From an optimization exercise on the open Yosys and OpenROAD flow, aimed at small area, a short achievable clock period and few clock cycles; shortcuts taken in it are not production practice.
The RTL was checked by simulation tests, not by an equivalence proof against the original design.
Power and IR drop assume default switching activity.

$ cat constraint.sdc
create_clock -name core_clock -period 5.5 [get_ports {clk}]
set_input_delay 1.1000 -clock core_clock [delete_from_list [all_inputs] [get_ports {clk}]]
set_output_delay 1.1000 -clock core_clock [all_outputs]
set_load 0.01 [all_outputs]
$ cat design.v
package fcrla_pkg;
	localparam int MAX_SAMPLES = 4096;
	localparam int SAMPLE_BITS = 16;
	localparam int LANES    = 4;
	localparam int AVG_W    = 16;
	localparam int COUNT_W  = 13;
	localparam int TIME_W   = 32;
	localparam int IVAL_W   = 16;
	localparam int TALLY_W  = $clog2(MAX_SAMPLES + 1);          
	localparam int TRIPLE_W = TALLY_W + 1;                      
	localparam int SUM_W    = SAMPLE_BITS + $clog2(MAX_SAMPLES);  
	localparam int REM_W    = SUM_W - AVG_W;                    
	localparam int STEPS    = AVG_W / 2;                        
	localparam int CNT_W    = $clog2(STEPS);
	localparam int IN_W     = 104;
	localparam int OUT_W    = 80;
	localparam logic [IVAL_W-1:0] EMIT_INTERVAL_RESET = IVAL_W'(1000);
endpackage
module fcrla_lane (
	input  logic                              clk,
	input  logic                              acc_zero,  
	input  logic                              add,
	input  logic [fcrla_pkg::SAMPLE_BITS-1:0] sample,
	input  logic                              follow,    
	input  logic                              step,
	input  logic [fcrla_pkg::TALLY_W-1:0]     d1,        
	input  logic [fcrla_pkg::TRIPLE_W-1:0]    d3,        
	output logic [fcrla_pkg::AVG_W-1:0]       avg
);
	localparam int SW = fcrla_pkg::SUM_W;
	localparam int RW = fcrla_pkg::REM_W;
	localparam int AW = fcrla_pkg::AVG_W;
	logic [SW-1:0]   acc_q;
	logic [AW:0]     lo_sum;
	logic [SW-AW-1:0] hi_inc;
	logic [SW-1:0]   acc_sum;
	logic [SW-1:0]   acc_d;
	logic [SW-1:0]   div_q;
	logic [RW+1:0]   r4;
	logic [RW+2:0]   s1, s2, s3;
	logic [RW-1:0]   rem;
	logic [1:0]      qd;
	assign lo_sum  = {1'b0, acc_q[AW-1:0]} + {1'b0, sample};
	assign hi_inc  = acc_q[SW-1:AW] + (SW-AW)'(1);
	assign acc_sum = {lo_sum[AW] ? hi_inc : acc_q[SW-1:AW], lo_sum[AW-1:0]};
	always_comb begin
		unique case ({acc_zero, add})
			2'b00: acc_d = acc_q;
			2'b01: acc_d = acc_sum;
			2'b10: acc_d = '0;
			2'b11: acc_d = SW'(sample);
		endcase
	end
	always_ff @(posedge clk) begin
		acc_q <= acc_d;
	end
	assign r4 = div_q[SW-1:AW-2];
	assign s1 = {1'b0, r4} - (RW+3)'(d1);
	assign s2 = {1'b0, r4} - (RW+3)'({d1, 1'b0});
	assign s3 = {1'b0, r4} - (RW+3)'(d3);
	always_comb begin
		if (!s3[RW+2]) begin
			qd  = 2'd3;
			rem = s3[RW-1:0];
		end else if (!s2[RW+2]) begin
			qd  = 2'd2;
			rem = s2[RW-1:0];
		end else if (!s1[RW+2]) begin
			qd  = 2'd1;
			rem = s1[RW-1:0];
		end else begin
			qd  = 2'd0;
			rem = r4[RW-1:0];
		end
	end
	always_ff @(posedge clk) begin
		if (follow) begin
			div_q <= acc_d;
		end else if (step) begin
			div_q <= {rem, div_q[AW-3:0], qd};
		end
	end
	assign avg = div_q[AW-1:0];
endmodule
module four_channel_rate_limited_averager_top (
	input  logic                          clk,
	input  logic                          arst_n,
	input  logic                          s_tvalid,
	output logic                          s_tready,
	input  logic [fcrla_pkg::IN_W-1:0]    s_tdata,
	input  logic [1:0]                    s_tuser,
	output logic                          m_tvalid,
	input  logic                          m_tready,
	output logic [fcrla_pkg::OUT_W-1:0]   m_tdata,
	input  logic                          cfg_we,
	input  logic [fcrla_pkg::IVAL_W-1:0]  cfg_data
);
	localparam int TW = fcrla_pkg::TALLY_W;
	localparam int XW = fcrla_pkg::TRIPLE_W;
	localparam int HW = fcrla_pkg::TIME_W / 2;
	logic [fcrla_pkg::IVAL_W-1:0] ival_q;
	logic                         cfgd_q;    
	logic                         stream_q;
	logic [2*HW-1:0]              last_q;
	logic [HW:0]                  end_q;     
	logic [2*HW-1:0]              cand_last_q;  
	logic [HW:0]                  cand_end_q;   
	logic                         take_last_q;  
	logic                         take_end_q;   
	logic [2*HW-1:0]              last_v;
	logic [HW:0]                  end_v;
	logic [TW-1:0]                tally_q;
	logic [XW-1:0]                triple_q;  
	logic                         ready_q;
	logic                         pend_q;    
	logic                         busy_q;    
	logic                         valid_q;   
	logic [fcrla_pkg::CNT_W-1:0]  cnt_q;
	logic [TW-1:0]                count_q;   
	logic [XW-1:0]                count3_q;
	logic                         accept;
	logic                         start;
	logic                         smp;
	logic [HW-1:0]                now_lo, now_hi, last_hi1;
	logic                         borrow;
	logic                         lt_end;
	logic                         in_window;
	logic                         hi_zero;
	logic                         emit;
	logic                         div_free;
	logic                         load;
	logic                         zero;
	logic                         add;
	logic                         done;
	logic                         busy_d, valid_d, pend_d, free_d;
	logic [TW-1:0]                tally_d, tally_inc;
	logic [XW-1:0]                triple_d, triple_inc;
	logic [HW-1:0]                cand_hi1, kept_hi1;
	logic                         cmd_smp, smp_ok;
	logic [HW:0]                  end_sum;
	logic [fcrla_pkg::AVG_W-1:0]  avg [fcrla_pkg::LANES];
	assign now_lo   = s_tdata[1 +: HW];
	assign now_hi   = s_tdata[1 + HW +: HW];
	assign div_free = !busy_q && !valid_q;
	assign load     = pend_q && div_free;
	assign s_tready = ready_q;
	assign accept   = s_tvalid && ready_q;
	assign cmd_smp  = s_tvalid && (s_tuser == 2'd0) && s_tdata[0];
	assign smp_ok   = ready_q && stream_q;
	assign start    = s_tvalid && (s_tuser == 2'd1) && ready_q;
	assign smp      = cmd_smp && smp_ok;
	assign zero     = load || start;
	assign add      = cmd_smp && smp_ok && (load || !tally_q[TW-1]);
	assign tally_inc  = tally_q + TW'(1);
	assign triple_inc = triple_q + XW'(3);
	assign tally_d    = zero ? TW'(add) : (add ? tally_inc : tally_q);
	assign triple_d   = zero ? (add ? XW'(3) : '0) : (add ? triple_inc : triple_q);
	assign last_v    = take_last_q ? cand_last_q : last_q;
	assign end_v     = take_end_q ? cand_end_q : end_q;
	assign last_hi1  = take_last_q ? cand_hi1 : kept_hi1;
	assign cand_hi1  = cand_last_q[2*HW-1:HW] + HW'(1);
	assign kept_hi1  = last_q[2*HW-1:HW] + HW'(1);
	assign borrow    = now_lo < last_v[HW-1:0];
	assign lt_end    = now_lo < end_v[HW-1:0];
	assign in_window = end_v[HW] ? (!borrow || lt_end) : (!borrow && lt_end);
	assign hi_zero   = borrow ? (now_hi == last_hi1) : (now_hi == last_v[2*HW-1:HW]);
	assign emit      = smp && hi_zero && in_window ? 1'b0 : smp;
	assign end_sum  = (cfgd_q ? {1'b0, last_v[HW-1:0]} : {1'b0, now_lo}) + (HW+1)'(ival_q);
	assign done    = busy_q && cnt_q == fcrla_pkg::CNT_W'(fcrla_pkg::STEPS - 1);
	assign busy_d  = load || (busy_q && !done);
	assign valid_d = done || (valid_q && !m_tready);
	assign free_d  = !busy_d && !valid_d;
	assign pend_d  = emit || (pend_q && !div_free);
	genvar g;
	generate
		for (g = 0; g < fcrla_pkg::LANES; g++) begin : g_lane
			fcrla_lane u_lane (
				.clk      (clk),
				.acc_zero (zero),
				.add      (add),
				.sample   (s_tdata[33 + 16*g +: fcrla_pkg::SAMPLE_BITS]),
				.follow   (free_d),
				.step     (load || busy_q),
				.d1       (count_q),
				.d3       (count3_q),
				.avg      (avg[g])
			);
		end
	endgenerate
	always_ff @(posedge clk) begin
		tally_q  <= tally_d;
		triple_q <= triple_d;
		if (free_d) begin
			count_q  <= tally_d;
			count3_q <= triple_d;
		end
		if (load) begin
			cnt_q <= fcrla_pkg::CNT_W'(1);
		end else if (busy_q) begin
			cnt_q <= cnt_q + fcrla_pkg::CNT_W'(1);
		end
	end
	always_ff @(posedge clk or negedge arst_n) begin
		if (!arst_n) begin
			ival_q <= fcrla_pkg::EMIT_INTERVAL_RESET;
			cfgd_q <= 1'b0;
		end else begin
			cfgd_q <= cfg_we;
			if (cfg_we) begin
				ival_q <= cfg_data;
			end
		end
	end
	always_ff @(posedge clk or negedge arst_n) begin
		if (!arst_n) begin
			stream_q <= 1'b0;
		end else if (accept && s_tuser == 2'd1) begin
			stream_q <= 1'b1;
		end else if (accept && s_tuser == 2'd2) begin
			stream_q <= 1'b0;
		end
	end
	always_ff @(posedge clk) begin
		cand_last_q <= {now_hi, now_lo};
		cand_end_q  <= end_sum;
	end
	always_ff @(posedge clk or negedge arst_n) begin
		if (!arst_n) begin
			last_q      <= '0;
			end_q       <= (HW+1)'(fcrla_pkg::EMIT_INTERVAL_RESET);
			take_last_q <= 1'b0;
			take_end_q  <= 1'b0;
		end else begin
			last_q      <= last_v;
			end_q       <= end_v;
			take_last_q <= emit;
			take_end_q  <= emit || cfgd_q;
		end
	end
	always_ff @(posedge clk or negedge arst_n) begin
		if (!arst_n) begin
			ready_q <= 1'b1;
			pend_q  <= 1'b0;
			busy_q  <= 1'b0;
			valid_q <= 1'b0;
		end else begin
			ready_q <= !cfg_we && !(pend_d && !free_d);
			pend_q  <= pend_d;
			busy_q  <= busy_d;
			valid_q <= valid_d;
		end
	end
	assign m_tvalid = valid_q;
	assign m_tdata  = {3'b000, count_q, avg[3], avg[2], avg[1], avg[0]};
endmodule
$ cat flow/run.sh
#!/bin/bash
# The standard layout (the standard.sh: standard synthesis, floorplan, placement, CTS,
# routing), except that the port buffers placement inserts are plain buffers
# (sky130_fd_sc_hd__buf_1) instead of the delay cell ORFS picks by default. Every input and
# output port still gets its own buffer; resizing may upsize it later.
set -euo pipefail
export BUFFER_PORTS_ARGS="-buffer_cell sky130_fd_sc_hd__buf_1"
bash standard.sh finish > standard.log 2>&1
$ cat standard.sh
#!/bin/bash
# synth_recipe.tcl (not shown) runs the flow's synth.tcl, then flattens the netlist and writes it again
# the make line also repeats each setting of config.mk as NAME=value (left out here)
make -C /OpenROAD-flow-scripts/flow DESIGN_CONFIG=/design/flow/config.mk WORK_HOME=/design/flow/orfs CLKGATE_MAP_FILE= SYNTH_SCRIPT=/design/flow/synth_recipe.tcl "${@:-finish}"
$ cat config.mk
export PLATFORM = sky130hd
export DESIGN_NAME = four_channel_rate_limited_averager_top
export DESIGN_NICKNAME = four_channel_rate_limited_averager_top
export VERILOG_FILES = /design/flow/design.v
export SDC_FILE = /design/flow/constraint.sdc
export NUM_CORES = 4
export LEC_CHECK = 0
export ABC_AREA = 1
export CAP_MARGIN = 20
export CORE_MARGIN = 2
export CORE_UTILIZATION = 40
export CTS_CLUSTER_DIAMETER = 100
export CTS_CLUSTER_SIZE = 24
export SETUP_SLACK_MARGIN = 2.8
export SLEW_MARGIN = 20
==> results.toml, run 1 <==
[status]
status = "complete, no violations"

[critical_path]
r2r-end = "cand_end_q[14]$_DFF_P_"
cp-start-kind = "flip-flop"
path_class = "flip-flop to flip-flop"
cp_max_fo = 16
cp_top_family = "simple AND/OR/NAND/NOR gates"
arrival_ps = 3630
path_buf_inv = 2
r2r-start = "take_last_q$_DFF_PN0_"
cp-startpoint = "take_last_q$_DFF_PN0_"
cp_slowest_cell = "dfrtp_2"
worstPathCellList = "buf_12 > nand2_1 > and2_1 > nand2_1 > o21ai_2 > ha_2 > inv_2 > fa_2 > nor2_2 > a211oi_2 > o21ai_2 > nand3_1 > nand2_1 > nand3_1 > nand2_1 > nand3_1 > nand2_1 > nand3_1 > nand2_1 > xor2_1"
path_depth = 20
crit_required_ps = 6040
regToRegSetupSlack_ps = 2410
critPathMaxStageDelay_ps = 520
worstRegToRegCells = 20
crit_path_frequent_cell = "nand2_1"
crit_end = "cand_end_q[14]$_DFF_P_"
crit_path_end_kind = "flip-flop"

[synthesis]
synth-seq-area-share_pct = 35.4
netlist_instances = 3626
synthFlopType = "dfxtp_1"
async_reset_ff_share_pct = 18.1
avgSynthCellArea_sq_um = 7.66
yosysWarnings = 3
synth-edff-count = 139
netlist_area_sq_um = 27800
ys_ff_latch = 403
synth_cell_types = 58

[clock_tree]
cts_sinks = 403
h-tree-depth = 1
cts_tree = "built"
cts_buffers = 24
clock_latency_ps = 620
clkTransAtPathRegs_ps = 100
cts-root-buf = "clkbuf_16"
cts.path.max_buffers = 3

[global_route]
grt.total_usage_pct = 22.7
grt_pass1_wl_mm = 129
grt_pass1_vias = 23912
grt_max_degree = 81
overflow = 0
antenna_found_initial = 6

[sta]
clock-skew-final_ps = 38.5
rsz0062_at_grt = "true"
slew_headroom_pct = 57.2
fin_crit_ps = 3090
setup_viol = 0
maxSlewViolCount = 0
hold_violations = 0
min_period_over_period_pct = 56.2
worst_pin_slew_ps = 642
fmaxAchievable_mhz = 324
finalSetupTns_ps = 0

[placed_design]
hpwl_mm = 56.5
dpl-instance-area_sq_um = 29500
place_congestion = 0.892
portBuffers = 198

[power_and_ir_drop]
p_switching_w = 0.0121
power_frac_seq_pct = 19.6
p_comb_share_pct = 72.0
clock_power_share_pct = 8.4
p_leak_nw = 15.4
vdd_ir_drop_max_mv = 0.378
power.internal_w = 0.0125
powerDensity_nw_per_um2 = 704
swShare_pct = 49.2

[detailed_routing]
routed_wl_mm = 85.7
firstDrtPassIters = 5
via_count = 25660
wire_per_inst_um = 17.4
drc = 0
ant_nets = 0
drt_iter0_markers = 1731
vias_per_cell = 5.21

[floorplan]
rows = 96
io_pins = 209
core_area_sq_um = 68700
fp.dieH_um = 267
die_w_um = 267
die-area_sq_um = 71500
initial_core_util_pct = 40.4

[final_layout]
register_area_sq_um = 9840
most-common-layout-cells = "843 x nand2_1, 348 x inv_1, 247 x a21oi_1, 246 x ha_1, 191 x dfxtp_1"
fillers = 6647
final_common_cell = "nand2_1"
finalInstanceArea_sq_um = 34900
multi_input_area_sq_um = 18000
area_delta_synth_final_pct = 25.7
drive_gt1_share_pct = 20.5
nNetsFinal = 4396

[hold_path]
hold_path.class = "input pin to asynchronous set/reset pin"

[run]
maxCapViolCount = 0
-- area by class of cell --
type / instances / share of cell area [%]
antenna: 1 / 0.00717
clock buffer: 34 / 1.89
clock inverter: 9 / 0.423
inverter: 394 / 4.63
multi-input combinational: 2685 / 51.7
sequential: 403 / 28.2
tap: 931 / 3.34
timing repair buffer: 463 / 9.80
timing repair inverter: 2 / 0.0394
-- cells in the mapped netlist (4+ instances only) --
library cell / instances / area, sq um
inv_2: 5 / 18.8
nor4_1: 8 / 50.1
clkbuf_1: 63 / 236
a21boi_0: 8 / 60.1
and2_1: 4 / 25.0
or2_2: 41 / 257
o22ai_1: 6 / 37.5
mux2_2: 15 / 169
o21ai_1: 7 / 35.0
edfxtp_1: 139 / 4170
nor3_1: 81 / 405
fa_1: 17 / 340
nor3b_1: 6 / 45.0
nand3b_1: 7 / 52.6
xor2_1: 80 / 701
inv_1: 387 / 1450
nand2_2: 7 / 43.8
nand2_1: 895 / 3360
a211oi_1: 6 / 45.0
o21bai_1: 14 / 105
o211ai_1: 53 / 398
dfstp_2: 13 / 342
o21ai_0: 310 / 1550
nand3_1: 183 / 916
o31ai_1: 11 / 82.6
nor2_1: 172 / 646
nand4_1: 15 / 93.8
a31oi_1: 16 / 100
o221ai_1: 5 / 43.8
dfxtp_1: 191 / 3820
dfrtp_1: 60 / 1500
buf_1: 8 / 30.0
a21o_1: 14 / 105
buf_2: 18 / 90.1
buf_4: 69 / 518
a22o_1: 6 / 52.6
o21a_1: 8 / 60.1
xnor2_1: 57 / 499
ha_1: 279 / 3490
a21oi_1: 317 / 1590
-- flip-flops by register name, summed over array words and instances (netlist names), 3 cells and up --
register and count:
last_q 32, cand_last_q 32, cnt_q 3, count3_q 14, cand_end_q 17, triple_q 14
g_lane.u_lane.acc_q 112, ival_q 16, end_q 17, g_lane.u_lane.div_q 112, count_q 13, tally_q 13
-- per-stage QoR --
stage	setup slack (ps)	power, W	hold WS, ps	util, %	std cells
6_report	2410	0.0246	406	50.8	4922
5_1_grt	2240	0.0265	414	50.8	4922
4_1_cts	2410	0.0218	391	47.9	4823
3_5_place_dp	1450	0.0168	459	42.9	4615
3_3_place_gp	1500	0.0167	450	42.9	4615
2_1_floorplan	2390	0.0140	439	-	3628
-- power by group through the flow --
stage / combinational, W / sequential, W / clock, W
2_1_floorplan: 0.00938 / 0.00461 / 0
3_3_place_gp: 0.0118 / 0.00487 / 0
3_5_place_dp: 0.0119 / 0.00487 / 0
4_1_cts: 0.0149 / 0.00476 / 0.00213
5_1_grt: 0.0194 / 0.00489 / 0.00221
6_report: 0.0177 / 0.00481 / 0.00207
-- worst min-delay path by stage --
stage / from / end
after floorplan: tally_q[11]$_DFF_P_ / tally_q[11]$_DFF_P_
after global placement: cand_last_q[31]$_DFF_P_ / last_q[31]$_DFF_PN0_
after detailed placement: cand_last_q[31]$_DFF_P_ / last_q[31]$_DFF_PN0_
after CTS: arst_n / last_q[6]$_DFF_PN0_
after global routing: arst_n / last_q[6]$_DFF_PN0_
final: arst_n / last_q[6]$_DFF_PN0_
-- repair_timing --
| action | in CTS | in global routing |
|---|---|---|
| hold buffers | 0 | 0 |
| pin swaps | 124 | 177 |
| endpoints found under the hold margin | 0 | 0 |
| cloned | 14 | 6 |
| endpoints found under the setup margin | 357 | 187 |
| buffers inserted | 151 | 92 |
| gates resized for setup | 358 | 291 |
-- per-layer routing --
metal	GRT usage, %	up-vias	wire [um]
li1	-	12876	-
met1	31.3	12064	39700
met2	36.3	580	39100
met3	3.43	130	4470
met4	7.76	10	2430
met5	0	-	72
-- cell families after synthesis --
family	synth area share, %
XOR/XNOR	4.32
multiplexers	0.608
adder cells (fa/ha/maj)	13.8
other	0.0135
buffers and inverters	8.52
AO/OA/AOI/OAI	15.9
flip-flops	35.4
AND/OR/NAND/NOR	21.5
Testbench counts, summed over its fixed seeds: cycles 15,879.
==> inputs of run 2 (changes only) <==
--- a/config.mk
+++ b/config.mk
@@ -13,3 +13,4 @@
 export CTS_CLUSTER_SIZE = 24
 export SETUP_SLACK_MARGIN = 2.8
 export SLEW_MARGIN = 20
+export TNS_END_PERCENT = 5
==> run 2 against run 1 <==
Net effect:
- critical endpoint is now g_lane[0].u_lane.div_q[23]$_DFFE_PP_
- fmax up 5.1%
- count of clock-buffer cells in the layout down 1
- sequential power down 1%
==> results.toml, run 2 <==
[status]
status = "complete, no violations"

[global_route]
grt.busiest_layer = "met2"
overflow = 0
grt.total_usage_pct = 22.4
grt_max_degree = 79
grt.met2_usage_pct = 37.5
antenna_found_initial = 5
grtUsageMet1_pct = 30.8
use_met3_pct = 3.10
grt_pass1_vias = 23323
grt_pass1_wl_mm = 128

[detailed_routing]
vias_per_cell = 5.16
wire_per_inst_um = 17.1
ant_nets = 0
via_count = 25053
firstDrtPassIters = 6
routed_wl_mm = 82.9
drt_iter0_markers = 1576
drc = 0

[sta]
setup_viol = 0
fin_crit_ps = 2940
slew_headroom_pct = 50.6
finalSetupTns_ps = 0
min_period_over_period_pct = 53.4
clock-skew-final_ps = 34.8
fmaxAchievable_mhz = 340
rsz0062_at_grt = "true"
timing.final.ws_setup_ps = 2560
maxSlewViolCount = 0
hold_violations = 0
worst_pin_slew_ps = 741

[synthesis]
synthTopCellsByArea = "edfxtp_1 15%, dfxtp_1 14%, ha_1 13%"
yosysMostFrequentCell = "nand2_1"
async_reset_ff_share_pct = 18.1
synth_cell_types = 58
synth-seq-area-share_pct = 35.4
synth-edff-count = 139
synthFlopType = "dfxtp_1"
avgSynthCellArea_sq_um = 7.66
synth_common_cells = "895 x nand2_1, 387 x inv_1, 317 x a21oi_1"
yosysWarnings = 3
netlist_instances = 3626
ys_ff_latch = 403
netlist_area_sq_um = 27800
synth_top_area_cell = "edfxtp_1"
synth_top_area_share_pct = 15.0

[critical_path]
path_buf_inv = 7
arrival_ps = 3300
cp_slowest_cell = "edfxtp_1"
cp-start-kind = "flip-flop"
r2r-end = "g_lane[0].u_lane.div_q[23]$_DFFE_PP_"
r2r-start = "count_q[0]$_DFFE_PP_"
worstRegToRegCells = 18
crit_path_frequent_cell = "buf_4"
crit_required_ps = 5860
path_class = "flip-flop to flip-flop"
crit_path_end_kind = "flip-flop"
cp_top_family = "buffers and inverters"
cp_max_fo = 6
regToRegSetupSlack_ps = 2560
critPathMaxStageDelay_ps = 480
worstPathCellList = "buf_12 > buf_8 > ha_4 > fa_2 > nor2_4 > o21ai_2 > nand2_2 > nand3_2 > nand2_2 > buf_4 > buf_4 > buf_4 > buf_4 > buf_4 > xnor2_2 > o21ai_1 > a21oi_1 > a21oi_1"

[final_layout]
final_common_cell = "nand2_1"
nNetsFinal = 4329
most-common-layout-cells = "843 x nand2_1, 361 x inv_1, 278 x a21oi_1, 247 x ha_1, 227 x o21ai_0"
multi_input_area_sq_um = 17500
drive_gt1_share_pct = 16.7
top_regs = "g_lane.u_lane.acc_q: 112 flops, g_lane.u_lane.div_q: 112 flops"
register_area_sq_um = 9840
area_delta_synth_final_pct = 21.0
fillers = 6808

[placed_design]
hpwl_mm = 55.8
portBuffers = 198
dp_slack_ps = 1400
place_congestion = 0.849

[power_and_ir_drop]
power_frac_seq_pct = 21.6
power.internal_w = 0.0113
swShare_pct = 48.8
clock_power_share_pct = 9.5
vdd_ir_drop_max_mv = 0.332
p_comb_share_pct = 68.9
p_switching_w = 0.0107
powerDensity_nw_per_um2 = 655
p_leak_nw = 14.8

[floorplan]
core_area_sq_um = 68700
io_pins = 209
die-area_sq_um = 71500
rows = 96
initial_core_util_pct = 40.4
fp.dieH_um = 267
die_w_um = 267

[run]
maxCapViolCount = 0

[clock_tree]
cts_tree = "built"
cts.path.max_buffers = 3
clock_latency_ps = 620
cts-root-buf = "clkbuf_16"
cts_sinks = 403
cts_buffers = 24
clkTransAtPathRegs_ps = 100
h-tree-depth = 1
hold_buffers = 0

[hold_path]
hold_start = "g_lane[3].u_lane.acc_q[27]$_DFF_P_"
whs_path_depth = 2
hold_end = "g_lane[3].u_lane.acc_q[27]$_DFF_P_"
hold_path.class = "flip-flop to flip-flop"
[run 2: cell type report]
class / count / share of cell area (%)
well taps: 931 / 3.47
repair inverters: 5 / 0.149
repair buffers: 397 / 7.90
flip-flops and latches: 403 / 29.3
diodes: 4 / 0.0298
clock inverters: 10 / 0.447
clock buffers: 33 / 1.98
inverters: 394 / 4.74
multi-input cells: 2681 / 52.0
[run 2: worst min-delay path: stages (launching register included)]
cell,delay [ps]
dfxtp_1,310
inv_1,50
a21oi_1,70
[run 2: routing by layer]
| metal | share of wire [%] | up-vias | wire [um] |
|---|---|---|---|
| li1 | - | 12751 | - |
| met5 | 0.045 | - | 37 |
| met3 | 5.5 | 78 | 4570 |
| met1 | 46 | 11678 | 38100 |
| met2 | 47 | 540 | 38800 |
| met4 | 1.7 | 6 | 1400 |
[run 2: power groups by stage]
stage	registers, W	clock network (W)	logic, W
global route	0.00484	0.00225	0.0169
finish	0.00476	0.00209	0.0152
detailed placement	0.00485	0	0.0118
floorplan	0.00461	0	0.00928
global placement	0.00485	0	0.0117
CTS	0.00474	0.00215	0.0140
[run 2: cell families (layout without fill, tap and decap cells)]
family | count (synthesis) | after routing | share of synthesized area, %
other cells | 1 | 7 | 0.0135
flops | 403 | 403 | 35.4
compound gates | 795 | 795 | 15.9
buf+inv | 553 | 839 | 8.52
mux | 15 | 15 | 0.608
simple gates | 1426 | 1435 | 21.5
xor+xnor | 137 | 137 | 4.32
fa+ha+maj | 296 | 296 | 13.8
[run 2: worst max-delay path by stage]
stage | from | endpoint | slack (ps) | depth (start not counted)
after global routing | s_tdata[33] | g_lane[0].u_lane.div_q[14]$_DFFE_PP_ | 2430 | 17
after floorplan | s_tdata[81] | g_lane[3].u_lane.div_q[24]$_DFFE_PP_ | 2360 | 17
after global placement | s_tdata[33] | g_lane[0].u_lane.div_q[26]$_DFFE_PP_ | 1440 | 17
after detailed placement | s_tdata[33] | g_lane[0].u_lane.div_q[26]$_DFFE_PP_ | 1400 | 17
after CTS | count_q[0]$_DFFE_PP_ | g_lane[0].u_lane.div_q[27]$_DFFE_PP_ | 2540 | 21
final | count_q[0]$_DFFE_PP_ | g_lane[0].u_lane.div_q[23]$_DFFE_PP_ | 2560 | 18
[run 2: through the flow]
step | total power (W) | hold slack, ps | std cells | util [%] | cell area, sq um
after floorplan | 0.0139 | 439 | 3628 | - | 27900
after global routing | 0.0240 | 506 | 4856 | 48.9 | 33600
after global placement | 0.0166 | 460 | 4617 | 42.4 | 29100
final | 0.0220 | 474 | 4858 | 48.9 | 33600
after CTS | 0.0209 | 478 | 4795 | 46.7 | 32100
after detailed placement | 0.0167 | 461 | 4617 | 42.4 | 29100
[run 2: what timing repair did]
action                     in CTS  in global routing
setup buffers                 119                 57
setup endpoints to repair     378                299
pin swaps                      87                125
gates resized for setup       266                261
cloned                         16                  2
==> inputs of run 3 (changes only) <==
--- a/config.mk
+++ b/config.mk
@@ -11,6 +11,6 @@
 export CORE_UTILIZATION = 40
 export CTS_CLUSTER_DIAMETER = 100
 export CTS_CLUSTER_SIZE = 24
-export SETUP_SLACK_MARGIN = 2.8
+export SETUP_SLACK_MARGIN = 2.5
 export SLEW_MARGIN = 20
 export TNS_END_PERCENT = 5
==> run 3 against run 2 <==
Net effect:
- cell count shrank 1.7%
- utilization down 2.2 points
- worst setup slack worse by 16 ps
- sequential share of layout area is 1.4 points higher
- critical path type unchanged
- largest cell class unchanged
- largest power group unchanged
==> results.toml, run 3 <==
[floorplan]
core_area_sq_um = 68700
initial_core_util_pct = 40.4
die_w_um = 267
rows = 96
die-area_sq_um = 71500
fp.dieH_um = 267
io_pins = 209

[sta]
fmaxAchievable_mhz = 338
worst_pin_slew_ps = 735
hold_violations = 0
maxSlewViolCount = 0
clock-skew-final_ps = 35.3
fin_crit_ps = 2950
setup_viol = 0
timing.final.ws_setup_ps = 2550
rsz0062_at_grt = "true"
finalSetupTns_ps = 0
slew_headroom_pct = 51.0
min_period_over_period_pct = 53.7

[synthesis]
synthTopCellsByArea = "edfxtp_1 15%, dfxtp_1 14%, ha_1 13%"
synth-seq-area-share_pct = 35.4
yosysWarnings = 3
netlist_area_sq_um = 27800
ys_ff_latch = 403
synth_top_area_cell = "edfxtp_1"
yosysMostFrequentCell = "nand2_1"
synth-edff-count = 139
netlist_instances = 3626
synth_top_area_share_pct = 15.0
synthFlopType = "dfxtp_1"
async_reset_ff_share_pct = 18.1
synth_common_cells = "895 x nand2_1, 387 x inv_1, 317 x a21oi_1"
synth_cell_types = 58
avgSynthCellArea_sq_um = 7.66

[placed_design]
dp_cells = 4617
dp_slack_ps = 1400
hpwl_mm = 55.8
dpl-instance-area_sq_um = 29100
place_congestion = 0.849
portBuffers = 198

[detailed_routing]
drt_iter0_markers = 1730
drc = 0
wire_per_inst_um = 16.9
routed_wl_mm = 80.4
via_count = 24512
ant_nets = 0
firstDrtPassIters = 6
vias_per_cell = 5.14

[final_layout]
drive_gt1_share_pct = 12.4
nNetsFinal = 4244
multi_input_area_sq_um = 16700
final_common_cell = "nand2_1"
area_delta_synth_final_pct = 15.6
finalInstanceArea_sq_um = 32100
register_area_sq_um = 9840
layout.cells.non_filler = 4773
top_regs = "g_lane.u_lane.acc_q: 112 flops, g_lane.u_lane.div_q: 112 flops"
fillers = 6981
most-common-layout-cells = "860 x nand2_1, 367 x inv_1, 291 x a21oi_1, 266 x ha_1, 251 x o21ai_0"

[critical_path]
cp-start-kind = "flip-flop"
crit_required_ps = 5870
path_class = "flip-flop to flip-flop"
arrival_ps = 3330
crit_path_end_kind = "flip-flop"
cp_max_fo = 10

[clock_tree]
cts_tree = "built"
cts-root-buf = "clkbuf_16"
hold_buffers = 0
clock_latency_ps = 620
cts.path.max_buffers = 3
h-tree-depth = 1
cts_buffers = 24
cts_sinks = 403
clkTransAtPathRegs_ps = 100

[power_and_ir_drop]
vdd_ir_drop_max_mv = 0.325
p_total_w = 0.0207
powerDensity_nw_per_um2 = 645
p_leak_nw = 14.3

[run]
maxCapViolCount = 0

[global_route]
overflow = 0
grt.total_usage_pct = 21.8
grt_pass1_vias = 22502
antenna_found_initial = 4
grt_max_degree = 79
grt_pass1_wl_mm = 124

[status]
status = "complete, no violations"

[hold_path]
hold_path.class = "flip-flop to flip-flop"
==> run 3: cell counts after synthesis <==
No cell type changed its count.
==> run 3: worst max-delay path: stages, from the launching register on <==
cell and delay (ps):
edfxtp_1 470, buf_12 190, ha_1 210, fa_2 370, o21ai_2 180, a21oi_2 90, o21bai_2 190, nand3_1 110
nand2_2 110, buf_12 140, clkinvlp_4 130, nor2_4 140, nand2_1 50, o21ai_0 70, nor2_1 60, o22ai_1 140
inv_1 50
==> run 3: layout make-up <==
cell class                      count  share of cell area (%)
Multi-Input combinational cell   2679                    52.1
Antenna cell                        4                  0.0312
Clock buffer                       33                    2.07
Clock inverter                     10                   0.468
Timing Repair inverter              3                  0.0623
Sequential cell                   403                    30.7
Tap cell                          931                    3.63
Inverter                          394                    4.91
Timing Repair Buffer              316                    6.10
==> run 3: worst paths after layout <==
check                      slack (ps)                                    to  cells after the start                          startpoint
setup / recovery                 2550  g_lane[1].u_lane.div_q[16]$_DFFE_PP_                     16                count_q[0]$_DFFE_PP_
hold / removal                    470    g_lane[3].u_lane.acc_q[27]$_DFF_P_                      2  g_lane[3].u_lane.acc_q[27]$_DFF_P_
setup reg to reg                 2550  g_lane[1].u_lane.div_q[16]$_DFFE_PP_                     16                count_q[0]$_DFFE_PP_
hold reg to reg                   470    g_lane[3].u_lane.acc_q[27]$_DFF_P_                      2  g_lane[3].u_lane.acc_q[27]$_DFF_P_
max in group asynchronous        4310                 take_last_q$_DFF_PN0_                      2                              arst_n
min in group asynchronous         610                   last_q[7]$_DFF_PN0_                      2                              arst_n
==> run 3: logic make-up after synthesis <==
kind of cell / Yosys count / share of synthesized area (%)
compound gates: 795 / 15.9
fa+ha+maj: 296 / 13.8
other cells: 1 / 0.0135
xor+xnor: 137 / 4.32
simple gates: 1426 / 21.5
flops: 403 / 35.4
buf+inv: 553 / 8.52
mux: 15 / 0.608
==> run 3: what timing repair did <==
action | 4_1_cts | 5_1_grt
cloned | 8 | 4
gates resized for setup | 112 | 224
pin swaps | 18 | 80
buffers inserted | 38 | 59
endpoints found under the setup margin | 253 | 238
==> run 3: metrics by stage <==
step | util, % | hold WS, ps
after detailed placement | 42.4 | 461
after global routing | 46.7 | 507
final | 46.7 | 475
after floorplan | - | 439
after global placement | 42.4 | 460
after CTS | 44.8 | 478
==> run 3: where the power goes <==
group	switching, W	internal, W	leakage [nW]
clock network	0.00119	0.000903	0.392
registers	0.000562	0.00417	3.99
logic	0.00851	0.00539	9.89
==> run 3: layer usage <==
layer	vias up	track usage [%]	wire length, um
met5	-	0	37
li1	12598	-	-
met2	488	36.3	37100
met4	6	4.32	1350
met3	69	3.05	3920
met1	11351	30.1	38000
==> inputs of run 4 (changes only) <==
--- a/config.mk
+++ b/config.mk
@@ -13,4 +13,3 @@
 export CTS_CLUSTER_SIZE = 24
 export SETUP_SLACK_MARGIN = 2.5
 export SLEW_MARGIN = 20
-export TNS_END_PERCENT = 5
==> run 4 against run 3 <==
Net effect:
- still clean
- sequential share of layout area decreased by 0.36 points
- critical path depth increased by 6
- worst setup slack got worse by 25 ps
- register-to-register slack got worse by 20 ps
- largest cell class unchanged
==> results.toml, run 4 <==
[status]
status = "complete, no violations"

[detailed_routing]
drt_iter0_markers = 1392
ant_nets = 0
routed_wl_mm = 78.4
drc = 0
vias_per_cell = 5.12
via_count = 24657
firstDrtPassIters = 8
wire_per_inst_um = 16.3

[synthesis]
synth_top_area_cell = "edfxtp_1"
netlist_instances = 3626
synth_cell_types = 58
synthFlopType = "dfxtp_1"
yosysMostFrequentCell = "nand2_1"
avgSynthCellArea_sq_um = 7.66
synth_common_cells = "895 x nand2_1, 387 x inv_1, 317 x a21oi_1"
synthMuxAreaShare_pct = 0.608
synthTopCellsByArea = "edfxtp_1 15%, dfxtp_1 14%, ha_1 13%"
synth-seq-area-share_pct = 35.4
synth_xor_area_share_pct = 4.32
synth-edff-count = 139
synth_top_area_share_pct = 15.0
netlist_area_sq_um = 27800
async_reset_ff_share_pct = 18.1
synth_top_family_by_area = "simple AND/OR/NAND/NOR gates"
ys_ff_latch = 403
yosysWarnings = 3
yosys.area_share.simple_pct = 21.5
synth_fa_ha_area_share_pct = 13.8
synth_compound_area_share_pct = 15.9

[floorplan]
io_pins = 209
core_area_sq_um = 68700
die-area_sq_um = 71500
die_w_um = 267
rows = 96
initial_core_util_pct = 40.4
fp.dieH_um = 267

[placed_design]
hpwl_mm = 55.5
portBuffers = 198
place_congestion = 0.862

[critical_path]
path_class = "flip-flop to flip-flop"
crit_required_ps = 5810
regToRegSetupSlack_ps = 2520
crit_path_end_kind = "flip-flop"
cp_max_fo = 5
arrival_ps = 3290
cp-start-kind = "flip-flop"

[power_and_ir_drop]
power.internal_w = 0.0107
p_leak_nw = 14.4
powerDensity_nw_per_um2 = 648
vdd_ir_drop_max_mv = 0.315
clock_power_share_pct = 8.6
p_total_w = 0.0211
p_comb_share_pct = 68.9
power_frac_seq_pct = 22.5
swShare_pct = 49.0
p_switching_w = 0.0103

[clock_tree]
clock_latency_ps = 580
cts-root-buf = "clkbuf_16"
cts_sinks = 403
h-tree-depth = 1
hold_buffers = 0
cts.path.max_buffers = 3
cts_tree = "built"
clkTransAtPathRegs_ps = 90
cts_buffers = 21

[sta]
finalSetupTns_ps = 0
setup_viol = 0
fmaxAchievable_mhz = 336
min_period_over_period_pct = 54.2
maxSlewViolCount = 0
rsz0062_at_grt = "true"
slew_headroom_pct = 44.6
clock-skew-final_ps = 29.3
fin_crit_ps = 2980
hold_violations = 0
worst_pin_slew_ps = 831

[final_layout]
top_regs = "g_lane.u_lane.acc_q: 112 flops, g_lane.u_lane.div_q: 112 flops"
fillers = 6895
area_delta_synth_final_pct = 17.0
final_common_cell = "nand2_1"
nNetsFinal = 4286
most-common-layout-cells = "859 x nand2_1, 358 x inv_1, 287 x a21oi_1, 256 x ha_1, 209 x o21ai_0"
drive_gt1_share_pct = 14.4

[global_route]
grt_pass1_vias = 22456
grt_pass1_wl_mm = 120
antenna_found_initial = 9
grt_max_degree = 147
overflow = 0
grt.total_usage_pct = 20.9

[run]
maxCapViolCount = 0

[hold_path]
hold_path.class = "input pin to asynchronous set/reset pin"
run 4: kinds of logic (layout without fill, tap and decap cells):
| logic type | count (synthesis) | in the layout |
|---|---|---|
| xor+xnor | 137 | 137 |
| compound gates | 795 | 795 |
| buf+inv | 553 | 793 |
| mux | 15 | 15 |
| other cells | 1 | 7 |
| flops | 403 | 403 |
| fa+ha+maj | 296 | 296 |
| simple gates | 1426 | 1436 |
run 4: path summary, 6_finish.rpt:
path                            depth (start not counted)                          startpoint                              endpoint
worst max-delay path                                   22                count_q[0]$_DFFE_PP_  g_lane[0].u_lane.div_q[27]$_DFFE_PP_
worst min-delay path                                    1                              arst_n                ival_q[10]$_DFFE_PN0P_
worst max register to register                         22                count_q[0]$_DFFE_PP_  g_lane[0].u_lane.div_q[27]$_DFFE_PP_
worst min register to register                          2  g_lane[3].u_lane.acc_q[27]$_DFF_P_    g_lane[3].u_lane.acc_q[27]$_DFF_P_
max in group asynchronous                               2                              arst_n                  take_end_q$_DFF_PN0_
min in group core_clock                                 2  g_lane[3].u_lane.acc_q[27]$_DFF_P_    g_lane[3].u_lane.acc_q[27]$_DFF_P_
run 4: repair_timing:
action,CTS,global route
cloned,7,10
gates resized for setup,115,269
buffers inserted,55,79
pin swaps,21,88
endpoints found under the setup margin,190,184
run 4: routing by layer:
metal	vias up	part of all wire, %	global-route usage [%]
met1	11420	47	29.3
met5	-	0.10	0
met3	84	4.5	2.59
met2	478	46	34.5
met4	12	2.0	4.39
li1	12663	-	-
run 4: layout make-up:
| type | instances | area [sq um] | share of cell area, % |
|---|---|---|---|
| clock buffer | 35 | 588 | 1.81 |
| inverter | 394 | 1580 | 4.86 |
| multi-input combinational | 2682 | 17000 | 52.4 |
| sequential | 403 | 9840 | 30.3 |
| clock inverter | 3 | 36.3 | 0.112 |
| timing repair buffer | 358 | 2240 | 6.89 |
| tap | 931 | 1160 | 3.59 |
| timing repair inverter | 3 | 16.3 | 0.0501 |
| antenna | 4 | 10.0 | 0.0308 |
run 4: power by group through the flow:
| stage | clock network, W | logic [W] | registers, W |
|---|---|---|---|
| 2_1_floorplan | 0 | 0.00932 | 0.00461 |
| 3_3_place_gp | 0 | 0.0117 | 0.00479 |
| 3_5_place_dp | 0 | 0.0118 | 0.00479 |
| 4_1_cts | 0.00187 | 0.0127 | 0.00470 |
| 5_1_grt | 0.00196 | 0.0163 | 0.00484 |
| 6_report | 0.00181 | 0.0145 | 0.00474 |
run 4: worst max-delay path, cell delays in order (launching register included):
cell      delay, ps
edfxtp_1        390
buf_6           160
buf_6           120
buf_6           120
ha_4            150
fa_2            360
nor2_4          130
o21ai_1          80
nand2_1          90
nand3_1          70
nand2_1          90
nand3_1          70
nand2_1          90
nand2_1          70
nand2_1         100
a21oi_2          70
or2_4           220
nand3_2          60
nand2_2          50
nand2_1          60
nand2_1          50
nand2_1          50
nand2_1          60
run 4: stage by stage:
step	cell area [sq um]	setup slack, ps	util [%]	cells	hold WS [ps]
global placement	29300	1530	42.6	4620	459
finish	32500	2520	47.3	4813	408
floorplan	28100	2390	-	3628	439
detailed placement	29300	1510	42.6	4620	463
global route	32500	2330	47.3	4812	407
CTS	30700	2430	44.8	4720	388
==> inputs of run 5 (changes only) <==
--- a/config.mk
+++ b/config.mk
@@ -13,3 +13,4 @@
 export CTS_CLUSTER_SIZE = 24
 export SETUP_SLACK_MARGIN = 2.5
 export SLEW_MARGIN = 20
+export TNS_END_PERCENT = 0
==> run 5 against run 4 <==
Net effect:
- cell count shrank 1.6%
- area after synthesis is the same
- first-iteration DRC count grew 25%
==> results.toml, run 5 <==
[floorplan]
initial_core_util_pct = 40.4
die_w_um = 267
fp.dieH_um = 267
core_area_sq_um = 68700
die-area_sq_um = 71500
rows = 96
io_pins = 209

[synthesis]
synth_top_area_share_pct = 15.0
synth-seq-area-share_pct = 35.4
netlist_instances = 3626
synthTopCellsByArea = "edfxtp_1 15%, dfxtp_1 14%, ha_1 13%"
yosysWarnings = 3
yosysMostFrequentCell = "nand2_1"
netlist_area_sq_um = 27800
avgSynthCellArea_sq_um = 7.66
synth-edff-count = 139
synth_cell_types = 58
synthFlopType = "dfxtp_1"
async_reset_ff_share_pct = 18.1
synth_top_area_cell = "edfxtp_1"
ys_ff_latch = 403
synth_common_cells = "895 x nand2_1, 387 x inv_1, 317 x a21oi_1"

[clock_tree]
cts_buffers = 23
clkTransAtPathRegs_ps = 100
cts_sinks = 403
clock_latency_ps = 610
cts_tree = "built"
h-tree-depth = 1
cts-root-buf = "clkbuf_16"
cts.path.max_buffers = 3

[critical_path]
worstRegToRegCells = 15
crit_required_ps = 5880
arrival_ps = 3440
r2r-start = "count_q[0]$_DFFE_PP_"
regToRegSetupSlack_ps = 2430
worstPathCellList = "buf_12 > ha_1 > fa_1 > o21ai_1 > a21oi_1 > o21bai_2 > nand3_2 > nand2_4 > a21oi_1 > o21ai_0 > o21ai_0 > nand2_1 > o211ai_1 > o21ai_0 > inv_1"
path_class = "flip-flop to flip-flop"
crit_end = "g_lane[3].u_lane.div_q[17]$_DFFE_PP_"
cp_max_fo = 18
cp-startpoint = "count_q[0]$_DFFE_PP_"
critPathMaxStageDelay_ps = 430
crit_path_frequent_cell = "o21ai_0"
cp-start-kind = "flip-flop"
r2r-end = "g_lane[3].u_lane.div_q[17]$_DFFE_PP_"
crit_path_end_kind = "flip-flop"
cp_slowest_cell = "fa_1"

[sta]
slew_headroom_pct = 50.9
worst_pin_slew_ps = 737
hold_violations = 0
setup_viol = 0
timing.final.ws_setup_ps = 2430
clock-skew-final_ps = 28.4
maxSlewViolCount = 0
rsz0062_at_grt = "true"
min_period_over_period_pct = 55.8
fmaxAchievable_mhz = 326
fin_crit_ps = 3070
finalSetupTns_ps = 0

[hold_path]
hold_path.class = "input pin to asynchronous set/reset pin"

[final_layout]
area_delta_synth_final_pct = 11.5
most-common-layout-cells = "877 x nand2_1, 372 x inv_1, 308 x a21oi_1, 275 x ha_1, 267 x o21ai_0"
nNetsFinal = 4204
final_common_cell = "nand2_1"
top_regs = "g_lane.u_lane.acc_q: 112 flops, g_lane.u_lane.div_q: 112 flops"
layout.cells.non_filler = 4735
drive_gt1_share_pct = 8.69

[detailed_routing]
ant_nets = 0
firstDrtPassIters = 5
drc = 0
via_count = 24124
routed_wl_mm = 77.5
wire_per_inst_um = 16.4
vias_per_cell = 5.09
drt_iter0_markers = 1740

[power_and_ir_drop]
p_leak_nw = 13.9
powerDensity_nw_per_um2 = 635
vdd_ir_drop_max_mv = 0.366
swShare_pct = 49.7
p_switching_w = 0.00977
p_comb_share_pct = 65.9
power_frac_seq_pct = 24.0
clock_power_share_pct = 10.1
power.internal_w = 0.00989
p_total_w = 0.0197

[global_route]
antenna_found_initial = 12
overflow = 0
grt_pass1_wl_mm = 121
grt.total_usage_pct = 21.1
grt_pass1_vias = 22121
grt_max_degree = 61

[placed_design]
dp_slack_ps = 1400
dp_cells = 4623
hpwl_mm = 56.3
portBuffers = 198
place_congestion = 0.875

[status]
status = "complete, no violations"

[run]
maxCapViolCount = 0
run 5: cell types whose count changed in the layout (fill, tap and decap cells not counted), sizes merged, moves of 2 or more:
cell | before | now
buf | 355 | 277
clkbuf | 37 | 34
clkinv | 2 | 8
clkinvlp | 18 | 16
diode | 4 | 7
inv | 379 | 383
nand2 | 911 | 905
run 5: layout make-up:
type	instances	area [sq um]
fill	7047	37700
multi-input combinational	2676	16100
sequential	403	9840
inverter	394	1550
timing repair buffer	279	1550
tap	931	1160
clock buffer	32	631
clock inverter	9	115
timing repair inverter	4	30.0
antenna	7	17.5
run 5: timing repair:
item | in CTS | in global routing
buffers inserted | 20 | 35
hold buffers | 0 | 0
endpoints found under the setup margin | 224 | 237
cloned | 3 | 6
pin swaps | 3 | 24
gates resized for setup | 54 | 110
run 5: cells by family (layout without fill, tap and decap cells):
group | after synthesis | in the layout | synth area share (%)
simple gates | 1426 | 1430 | 21.5
compound gates | 795 | 795 | 15.9
buf+inv | 553 | 718 | 8.52
flops | 403 | 403 | 35.4
fa+ha+maj | 296 | 296 | 13.8
xor+xnor | 137 | 137 | 4.32
mux | 15 | 15 | 0.608
other cells | 1 | 10 | 0.0135
run 5: worst max-delay path, delay by kind of cell (launching register included):
family          cells  cell delay [ps]
compound gates      8             1030
fa+ha+maj           2              640
flops               1              420
buf+inv             2              220
simple gates        3              530
run 5: worst min path at each step:
stage,endpoint,slack [ps],cells past startpoint
finish,last_q[15]$_DFF_PN0_,430,1
global route,last_q[10]$_DFF_PN0_,440,1
CTS,last_q[15]$_DFF_PN0_,410,1
detailed placement,g_lane[3].u_lane.acc_q[27]$_DFF_P_,460,2
global placement,last_q[31]$_DFF_PN0_,460,2
floorplan,tally_q[11]$_DFF_P_,440,1
run 5: layer usage:
layer	vias up	GRT usage, %	wire length, um
li1	12509	-	-
met4	12	4.77	1480
met3	79	3.11	3860
met5	-	0	86
met2	478	33.7	34500
met1	11046	30.1	37500
run 5: power groups by stage:
| stage | Sequential, W | Clock (W) | Combinational [W] |
|---|---|---|---|
| 4_1_cts | 0.00473 | 0.00205 | 0.0123 |
| 3_5_place_dp | 0.00481 | 0 | 0.0118 |
| 5_1_grt | 0.00481 | 0.00214 | 0.0147 |
| 2_1_floorplan | 0.00461 | 0 | 0.00927 |
| 6_report | 0.00472 | 0.00198 | 0.0130 |
| 3_3_place_gp | 0.00481 | 0 | 0.0117 |
run 5: metrics by stage:
stage               area (sq um)  hold slack (ps)  utilization [%]
global placement           29100              455             42.4
CTS                        30300              410             44.0
finish                     31000              425             45.1
global route               31000              437             45.1
floorplan                  27900              439                -
detailed placement         29100              461             42.4
==> inputs of run 6 (changes only) <==
--- a/config.mk
+++ b/config.mk
@@ -13,4 +13,4 @@
 export CTS_CLUSTER_SIZE = 24
 export SETUP_SLACK_MARGIN = 2.5
 export SLEW_MARGIN = 20
-export TNS_END_PERCENT = 0
+export TNS_END_PERCENT = 30
==> run 6 against run 5 <==
Net effect:
- largest power group unchanged
- critical path depth unchanged
- routed wire length increased by 4.9%
- non-clock buffer count increased by 60
- count of clock-buffer cells in the layout increased by 1
- highest routed layer unchanged
- worst hold slack improved by 48 ps
- sequential power about the same
- area after synthesis unchanged
- still clean
==> results.toml, run 6 <==
[status]
status = "complete, no violations"

[detailed_routing]
drc = 0
routed_wl_mm = 81.2
drt_iter0_markers = 1639
firstDrtPassIters = 6
ant_nets = 0
vias_per_cell = 5.13
via_count = 24611
wire_per_inst_um = 16.9

[critical_path]
cp-start-kind = "flip-flop"
critPathMaxStageDelay_ps = 470
path_buf_inv = 3
cp_slowest_cell = "edfxtp_1"
worstRegToRegCells = 15
cp_top_family = "compound AO/OA/AOI/OAI gates"
crit_required_ps = 5850
regToRegSetupSlack_ps = 2530
r2r-start = "count_q[0]$_DFFE_PP_"
cp_max_fo = 6
worstPathCellList = "buf_12 > ha_2 > fa_2 > o21ai_2 > a21oi_2 > o21bai_2 > nand3_2 > nand2_4 > clkinvlp_4 > nand2_1 > o211ai_1 > nand3_1 > o211ai_1 > o21ai_0 > inv_1"
r2r-end = "g_lane[2].u_lane.div_q[17]$_DFFE_PP_"
path_class = "flip-flop to flip-flop"
arrival_ps = 3320
crit_path_frequent_cell = "o211ai_1"
crit_path_end_kind = "flip-flop"

[run]
maxCapViolCount = 0

[floorplan]
initial_core_util_pct = 40.4
io_pins = 209
rows = 96
core_area_sq_um = 68700
die_w_um = 267
die-area_sq_um = 71500
fp.dieH_um = 267

[synthesis]
ys_ff_latch = 403
synth_common_cells = "895 x nand2_1, 387 x inv_1, 317 x a21oi_1"
yosysWarnings = 3
synthTopCellsByArea = "edfxtp_1 15%, dfxtp_1 14%, ha_1 13%"
async_reset_ff_share_pct = 18.1
synthFlopType = "dfxtp_1"
avgSynthCellArea_sq_um = 7.66
synth-edff-count = 139
yosysMostFrequentCell = "nand2_1"
synth_cell_types = 58
netlist_area_sq_um = 27800
netlist_instances = 3626
synth_top_area_share_pct = 15.0
synth_top_area_cell = "edfxtp_1"
synth-seq-area-share_pct = 35.4

[placed_design]
hpwl_mm = 55.8
portBuffers = 198
place_congestion = 0.849

[hold_path]
whs_path_depth = 2
hold_start = "g_lane[3].u_lane.acc_q[27]$_DFF_P_"
hold_path.class = "flip-flop to flip-flop"
hold_end = "g_lane[3].u_lane.acc_q[27]$_DFF_P_"

[clock_tree]
cts_tree = "built"
hold_buffers = 0
clock_latency_ps = 620
cts.path.max_buffers = 3
h-tree-depth = 1
cts-root-buf = "clkbuf_16"
cts_buffers = 24
clkTransAtPathRegs_ps = 100
cts_sinks = 403

[power_and_ir_drop]
p_leak_nw = 14.4
p_total_w = 0.0212
powerDensity_nw_per_um2 = 650
vdd_ir_drop_max_mv = 0.333

[final_layout]
drive_gt1_share_pct = 14.2
area_delta_synth_final_pct = 17.6
final_common_cell = "nand2_1"
fillers = 6907
nNetsFinal = 4268
most-common-layout-cells = "850 x nand2_1, 366 x inv_1, 284 x a21oi_1, 252 x ha_1, 240 x o21ai_0"
top_regs = "g_lane.u_lane.acc_q: 112 flops, g_lane.u_lane.div_q: 112 flops"

[sta]
fin_crit_ps = 2970
fmaxAchievable_mhz = 337
setup_viol = 0
worst_pin_slew_ps = 741
clock-skew-final_ps = 37.7
hold_violations = 0
maxSlewViolCount = 0
rsz0062_at_grt = "true"
slew_headroom_pct = 50.6
min_period_over_period_pct = 54.0
finalSetupTns_ps = 0

[global_route]
overflow = 0
grt_max_degree = 79
grt_pass1_vias = 22652
grt.total_usage_pct = 21.8
grt_pass1_wl_mm = 124
antenna_found_initial = 4
-- run 6: cell count changes in the layout (fill, tap and decap cells not counted), sizes merged --
| cell | before | now |
|---|---|---|
| clkinvlp | 16 | 19 |
| clkbuf | 34 | 38 |
| nor2 | 177 | 176 |
| clkinv | 8 | 7 |
| diode | 7 | 3 |
| inv | 383 | 381 |
| nand3 | 183 | 185 |
| buf | 277 | 333 |
| nand2 | 905 | 908 |
| bufbuf | 0 | 1 |
-- run 6: area by class of cell --
type                            instances  area (sq um)  area share, %
Antenna cell                            3          7.51         0.0230
Timing Repair inverter                  3          20.0         0.0613
Multi-Input combinational cell       2680         17100           52.3
Inverter                              394          1580           4.82
Sequential cell                       403          9840           30.1
Tap cell                              931          1160           3.57
Clock buffer                           33           666           2.04
Clock inverter                         10           150          0.460
Timing Repair Buffer                  339          2170           6.64
-- run 6: power breakdown --
group / total (W) / internal (W) / switching (W)
Clock: 0.00209 / 0.000903 / 0.00119
Combinational: 0.0144 / 0.00567 / 0.00870
Sequential: 0.00475 / 0.00418 / 0.000578
-- run 6: worst max path at each step --
| stage | startpoint | end | slack, ps | depth (start not counted) |
|---|---|---|---|---|
| floorplan | s_tdata[81] | g_lane[3].u_lane.div_q[24]$_DFFE_PP_ | 2360 | 17 |
| global route | take_last_q$_DFF_PN0_ | cand_end_q[14]$_DFF_P_ | 2320 | 21 |
| detailed placement | s_tdata[33] | g_lane[0].u_lane.div_q[26]$_DFFE_PP_ | 1400 | 17 |
| global placement | s_tdata[33] | g_lane[0].u_lane.div_q[26]$_DFFE_PP_ | 1440 | 17 |
| finish | count_q[0]$_DFFE_PP_ | g_lane[2].u_lane.div_q[17]$_DFFE_PP_ | 2530 | 15 |
| CTS | busy_q$_DFF_PN0_ | count3_q[13]$_DFFE_PP_ | 2400 | 13 |
-- run 6: repair_timing --
action | CTS | global route
gates resized for setup | 136 | 285
setup endpoints to repair | 253 | 166
setup buffers | 57 | 62
pin swaps | 23 | 105
cloned | 9 | 5
-- run 6: cells by family (layout without fill, tap and decap cells) --
kind of cell               Yosys count  in the layout  share of synthesized area, %
muxes                               15             15                         0.608
buffers and inverters              553            779                          8.52
and+or+nand+nor                   1426           1434                          21.5
AOI/OAI and AO/OA                  795            795                          15.9
xor gates and xnor gates           137            137                          4.32
DFF                                403            403                          35.4
other                                1              6                        0.0135
adders and majority gates          296            296                          13.8
-- run 6: per-layer routing --
metal,share of wire [%],vias up,track usage [%],routed length (um)
met1,47,11413,30.3,38300
met2,46,490,36.3,37600
li1,-,12627,-,-
met4,1.7,6,4.45,1390
met5,0.046,-,0,37
met3,4.8,75,3.04,3900
-- run 6: worst reg2reg max path: stages, from the launching register on --
cell	delay (ps)
edfxtp_1	470
buf_12	190
ha_2	200
fa_2	380
o21ai_2	160
a21oi_2	80
o21bai_2	230
nand3_2	150
nand2_4	140
clkinvlp_4	170
nand2_1	100
o211ai_1	80
nand3_1	70
o211ai_1	110
o21ai_0	120
inv_1	50
-- run 6: metrics by stage --
step                      setup WS (ps)  cells  hold WS (ps)  util, %  area [sq um]
after floorplan                    2360   3628           439        -         27900
after global placement             1440   4617           460     42.4         29100
after detailed placement           1400   4617           461     42.4         29100
after CTS                          2400   4726           478     45.2         31100
after global routing               2320   4794           505     47.5         32700
final                              2530   4796           473     47.5         32700
==> inputs of run 7 (changes only) <==
--- a/config.mk
+++ b/config.mk
@@ -11,6 +11,6 @@
 export CORE_UTILIZATION = 40
 export CTS_CLUSTER_DIAMETER = 100
 export CTS_CLUSTER_SIZE = 24
+export GPL_ROUTABILITY_DRIVEN = 0
 export SETUP_SLACK_MARGIN = 2.5
 export SLEW_MARGIN = 20
-export TNS_END_PERCENT = 30
==> run 7 against run 6 <==
Net effect:
- clock power is 13% lower
- global-route usage is 0.95 points lower
- area after synthesis stayed put
- largest power group unchanged
- combinational power hardly changed
- highest routed layer unchanged
- non-clock buffer count is 19 higher
- synthesized cell count stayed put
- fmax is 0.30% lower
- die area stayed put
- first-iteration DRC count is 15% lower
- cell count is 0.35% higher
- utilization is 0.26 points lower
- sequential share of layout area is 0.16 points higher
==> results.toml, run 7 <==
[sta]
fmaxAchievable_mhz = 336
setup_viol = 0
clock-skew-final_ps = 29.3
fin_crit_ps = 2980
finalSetupTns_ps = 0
hold_violations = 0
min_period_over_period_pct = 54.2
rsz0062_at_grt = "true"
maxSlewViolCount = 0
slew_headroom_pct = 44.6
worst_pin_slew_ps = 831
holdWs_ps = 408

[clock_tree]
cts_buffers = 21
h-tree-depth = 1
clock_latency_ps = 580
cts_tree = "built"
cts-root-buf = "clkbuf_16"
clkTransAtPathRegs_ps = 90
cts_sinks = 403
cts.path.max_buffers = 3

[synthesis]
synth_common_cells = "895 x nand2_1, 387 x inv_1, 317 x a21oi_1"
yosysWarnings = 3
netlist_instances = 3626
synth-seq-area-share_pct = 35.4
synth-edff-count = 139
netlist_area_sq_um = 27800
ys_ff_latch = 403
synth_top_area_share_pct = 15.0
synth_top_area_cell = "edfxtp_1"
synthTopCellsByArea = "edfxtp_1 15%, dfxtp_1 14%, ha_1 13%"
synth_cell_types = 58
synthFlopType = "dfxtp_1"
async_reset_ff_share_pct = 18.1
avgSynthCellArea_sq_um = 7.66
yosysMostFrequentCell = "nand2_1"

[hold_path]
hold_path.class = "input pin to asynchronous set/reset pin"

[detailed_routing]
via_count = 24657
drc = 0
drt_iter0_markers = 1392
vias_per_cell = 5.12
firstDrtPassIters = 8
wire_per_inst_um = 16.3
routed_wl_mm = 78.4
ant_nets = 0

[critical_path]
path_class = "flip-flop to flip-flop"
worstPathCellList = "buf_6 > buf_6 > buf_6 > ha_4 > fa_2 > nor2_4 > o21ai_1 > nand2_1 > nand3_1 > nand2_1 > nand3_1 > nand2_1 > nand2_1 > nand2_1 > a21oi_2 > or2_4 > nand3_2 > nand2_2 > nand2_1 > nand2_1 > nand2_1 > nand2_1"
cp_max_fo = 5
crit_required_ps = 5810
arrival_ps = 3290
cp-start-kind = "flip-flop"
cp_slowest_cell = "edfxtp_1"
critPathMaxStageDelay_ps = 390
crit_path_frequent_cell = "nand2_1"
cp_top_family = "simple AND/OR/NAND/NOR gates"
regToRegSetupSlack_ps = 2520
path_buf_inv = 3
crit_path_end_kind = "flip-flop"
r2r-end = "g_lane[0].u_lane.div_q[27]$_DFFE_PP_"
worstRegToRegCells = 22
r2r-start = "count_q[0]$_DFFE_PP_"

[placed_design]
portBuffers = 198
hpwl_mm = 55.5
dpl-instance-area_sq_um = 29300

[floorplan]
die-area_sq_um = 71500
initial_core_util_pct = 40.4
die_w_um = 267
rows = 96
io_pins = 209
core_area_sq_um = 68700
fp.dieH_um = 267

[power_and_ir_drop]
p_leak_nw = 14.4
powerDensity_nw_per_um2 = 648
vdd_ir_drop_max_mv = 0.315
p_total_w = 0.0211

[final_layout]
final_common_cell = "nand2_1"
area_delta_synth_final_pct = 17.0
most-common-layout-cells = "859 x nand2_1, 358 x inv_1, 287 x a21oi_1, 256 x ha_1, 209 x o21ai_0"
finalInstanceArea_sq_um = 32500
nNetsFinal = 4286
drive_gt1_share_pct = 14.4
top_regs = "g_lane.u_lane.acc_q: 112 flops, g_lane.u_lane.div_q: 112 flops"

[global_route]
grtUsageMet1_pct = 29.3
grt.busiest_layer = "met2"
grt.total_usage_pct = 20.9
antenna_found_initial = 9
grt_max_degree = 147
grt_pass1_wl_mm = 120
grt.met2_usage_pct = 34.5
grt_pass1_vias = 22456
overflow = 0
use_met3_pct = 2.59

[status]
status = "complete, no violations"

[run]
maxCapViolCount = 0
## run 7: worst max-delay path by stage
| stage | from | endpoint | slack [ps] | cells after the start |
|---|---|---|---|---|
| after floorplan | s_tdata[49] | g_lane[1].u_lane.div_q[18]$_DFFE_PP_ | 2390 | 18 |
| after global placement | s_tdata[33] | g_lane[0].u_lane.div_q[18]$_DFFE_PP_ | 1530 | 17 |
| after detailed placement | s_tdata[33] | g_lane[0].u_lane.div_q[18]$_DFFE_PP_ | 1510 | 17 |
| after CTS | g_lane[1].u_lane.div_q[14]$_DFFE_PP_ | g_lane[1].u_lane.div_q[16]$_DFFE_PP_ | 2430 | 15 |
| after global routing | take_last_q$_DFF_PN0_ | ready_q$_DFF_PN1_ | 2330 | 20 |
| final | count_q[0]$_DFFE_PP_ | g_lane[0].u_lane.div_q[27]$_DFFE_PP_ | 2520 | 22 |
## run 7: stage by stage
stage | util [%] | setup slack [ps] | std cells
4_1_cts | 44.8 | 2430 | 4720
5_1_grt | 47.3 | 2330 | 4812
6_report | 47.3 | 2520 | 4813
2_1_floorplan | - | 2390 | 3628
3_5_place_dp | 42.6 | 1510 | 4620
3_3_place_gp | 42.6 | 1530 | 4620
## run 7: kinds of logic after synthesis
family / after synthesis / share of synthesized area [%]
simple gates: 1426 / 21.5
mux: 15 / 0.608
fa+ha+maj: 296 / 13.8
buf+inv: 553 / 8.52
compound gates: 795 / 15.9
xor+xnor: 137 / 4.32
flops: 403 / 35.4
other cells: 1 / 0.0135
## run 7: metal layers
layer,vias up,part of all wire [%]
met5,-,0.10
met4,12,2.0
met3,84,4.5
met2,478,46
met1,11420,47
li1,12663,-
## run 7: cell type report
cell class | count | area (sq um)
diodes | 4 | 10.0
clock buffers | 35 | 588
clock inverters | 3 | 36.3
fillers | 6895 | 36200
inverters | 394 | 1580
multi-input cells | 2682 | 17000
flip-flops and latches | 403 | 9840
well taps | 931 | 1160
repair buffers | 358 | 2240
repair inverters | 3 | 16.3
## run 7: timing repair
item / 4_1_cts / 5_1_grt
buffers inserted: 55 / 79
hold buffers: 0 / 0
gates resized for setup: 115 / 269
endpoints found under the setup margin: 190 / 184
gates cloned: 7 / 10
pin swaps: 21 / 88
## run 7: where the power goes
group,leakage (nW),switching (W),total [W],internal (W)
logic,10.1,0.00870,0.0145,0.00582
registers,3.99,0.000566,0.00474,0.00417
clock network,0.299,0.00105,0.00181,0.000755
total,14.4,0.0103,0.0211,0.0107
==> inputs of run 8 (changes only) <==
--- a/config.mk
+++ b/config.mk
@@ -11,6 +11,5 @@
 export CORE_UTILIZATION = 40
 export CTS_CLUSTER_DIAMETER = 100
 export CTS_CLUSTER_SIZE = 24
-export GPL_ROUTABILITY_DRIVEN = 0
-export SETUP_SLACK_MARGIN = 2.5
+export SETUP_SLACK_MARGIN = 2.35
 export SLEW_MARGIN = 20
==> run 8 against run 7 <==
Net effect:
- still clean
- via count down 0.48%
- combinational power down 7%
- die area unchanged
- sequential share of layout area up 0.80 points
- sequential power about the same
- utilization down 1.2 points
- worst setup slack worse by 130 ps
- critical path depth down 6
- largest cell class unchanged
==> results.toml, run 8 <==
[clock_tree]
cts-root-buf = "clkbuf_16"
cts_buffers = 25
cts_tree = "built"
clkTransAtPathRegs_ps = 100
h-tree-depth = 1

[critical_path]
critPathMaxStageDelay_ps = 520
path_depth = 16
cp_max_fo = 6
arrival_ps = 3630
regToRegSetupSlack_ps = 2390
crit_path_end_kind = "flip-flop"
path_buf_inv = 3
crit_required_ps = 6020
cp_slowest_cell = "dfrtp_2"
crit_end = "cand_end_q[15]$_DFF_P_"
cp-start-kind = "flip-flop"
r2r-end = "cand_end_q[15]$_DFF_P_"
worstRegToRegCells = 16

[floorplan]
io_pins = 209
initial_core_util_pct = 40.4
rows = 96
core_area_sq_um = 68700

[detailed_routing]
ant_nets = 0
drt_iter0_markers = 1420
via_count = 24538

[power_and_ir_drop]
vdd_ir_drop_max_mv = 0.330
p_switching_w = 0.0101
power.internal_w = 0.0102
powerDensity_nw_per_um2 = 641
power_frac_seq_pct = 23.2
clock_power_share_pct = 10.3

[synthesis]
synth_common_cells = "895 x nand2_1, 387 x inv_1, 317 x a21oi_1"
async_reset_ff_share_pct = 18.1
yosysMostFrequentCell = "nand2_1"
avgSynthCellArea_sq_um = 7.66
synth_cell_types = 58
synthTopCellsByArea = "edfxtp_1 15%, dfxtp_1 14%, ha_1 13%"
netlist_area_sq_um = 27800
synth-seq-area-share_pct = 35.4

[global_route]
antenna_found_initial = 4
grt_max_degree = 147

[sta]
min_period_over_period_pct = 56.5
finalSetupTns_ps = 0
slew_headroom_pct = 39.4

[status]
status = "complete, no violations"

[final_layout]
area_delta_synth_final_pct = 14.0
most-common-layout-cells = "865 x nand2_1, 370 x inv_1, 304 x a21oi_1, 272 x ha_1, 264 x o21ai_0"
top_regs = "g_lane.u_lane.acc_q: 112 flops, g_lane.u_lane.div_q: 112 flops"

[hold_path]
hold_path.class = "input pin to asynchronous set/reset pin"
run 8: cell count changes in the layout (fill, tap and decap cells not counted), moves of 13 or more:
cell | before | now
buf_4 | 121 | 108
o21ai_0 | 209 | 264
o21ai_1 | 65 | 30
ha_4 | 17 | 2
a21oi_2 | 27 | 13
o21ai_2 | 36 | 19
a21oi_1 | 287 | 304
ha_1 | 256 | 272
buf_6 | 23 | 4
run 8: power by group through the flow:
stage	sequential (W)	clock [W]	combinational, W
2_1_floorplan	0.00461	0	0.00927
3_3_place_gp	0.00483	0	0.0117
3_5_place_dp	0.00483	0	0.0118
4_1_cts	0.00471	0.00215	0.0125
5_1_grt	0.00480	0.00224	0.0151
6_report	0.00471	0.00210	0.0135
run 8: metal layers:
metal  GRT usage, %  routed length [um]  vias to the layer above
met5              0                  24                        -
met4           4.73                1690                        4
li1               -                   -                    12613
met3           2.70                4250                       81
met2           35.5               36200                      519
met1           29.9               38100                    11321
run 8: logic make-up after synthesis:
| kind of cell | after synthesis | share of synthesized area [%] |
|---|---|---|
| and+or+nand+nor | 1426 | 21.5 |
| AOI/OAI and AO/OA | 795 | 15.9 |
| buffers and inverters | 553 | 8.52 |
| DFF | 403 | 35.4 |
| adders and majority gates | 296 | 13.8 |
| xor gates and xnor gates | 137 | 4.32 |
| muxes | 15 | 0.608 |
| other | 1 | 0.0135 |
run 8: stage by stage:
stage                     power, W  std cells  setup slack (ps)  instance area (sq um)
final                       0.0203       4791              2390                  31600
after global routing        0.0222       4789              2190                  31600
after CTS                   0.0194       4708              2280                  30400
after detailed placement    0.0166       4620              1370                  29100
after global placement      0.0165       4620              1350                  29100
after floorplan             0.0139       3628              2350                  27900
run 8: what timing repair did:
item                                    CTS  global route
endpoints found under the setup margin  141           174
cloned                                    6            12
buffers inserted                         37            67
gates resized for setup                  59           156
pin swaps                                 6            49
run 8: cell type report:
type                       count  area (sq um)
timing repair buffer         327          1930
tap                          931          1160
clock buffer                  31           648
sequential                   403          9840
multi-input combinational   2681         16300
timing repair inverter         6          42.5
fill                        7034         37100
inverter                     394          1550
clock inverter                14           148
antenna                        4          10.0
run 8: worst min-delay path by stage:
stage	slack, ps	start	to	cells after the start
6_report	370	arst_n	ival_q[12]$_DFFE_PN0P_	1
5_1_grt	360	arst_n	ival_q[12]$_DFFE_PN0P_	1
4_1_cts	350	arst_n	last_q[12]$_DFF_PN0_	1
3_5_place_dp	460	cand_last_q[31]$_DFF_P_	last_q[31]$_DFF_PN0_	2
3_3_place_gp	460	g_lane[3].u_lane.acc_q[27]$_DFF_P_	g_lane[3].u_lane.acc_q[27]$_DFF_P_	2
2_1_floorplan	440	tally_q[11]$_DFF_P_	tally_q[11]$_DFF_P_	1

Re-timed with assumed drivers on the ports (clkbuf_16 on the clock, buf_2 on other inputs), run 8 has 2.394 ns of setup slack against 2.394 ns with ideal ports, and 1.891 ns once port delays also move by the mid clock arrival of 0.646 ns.
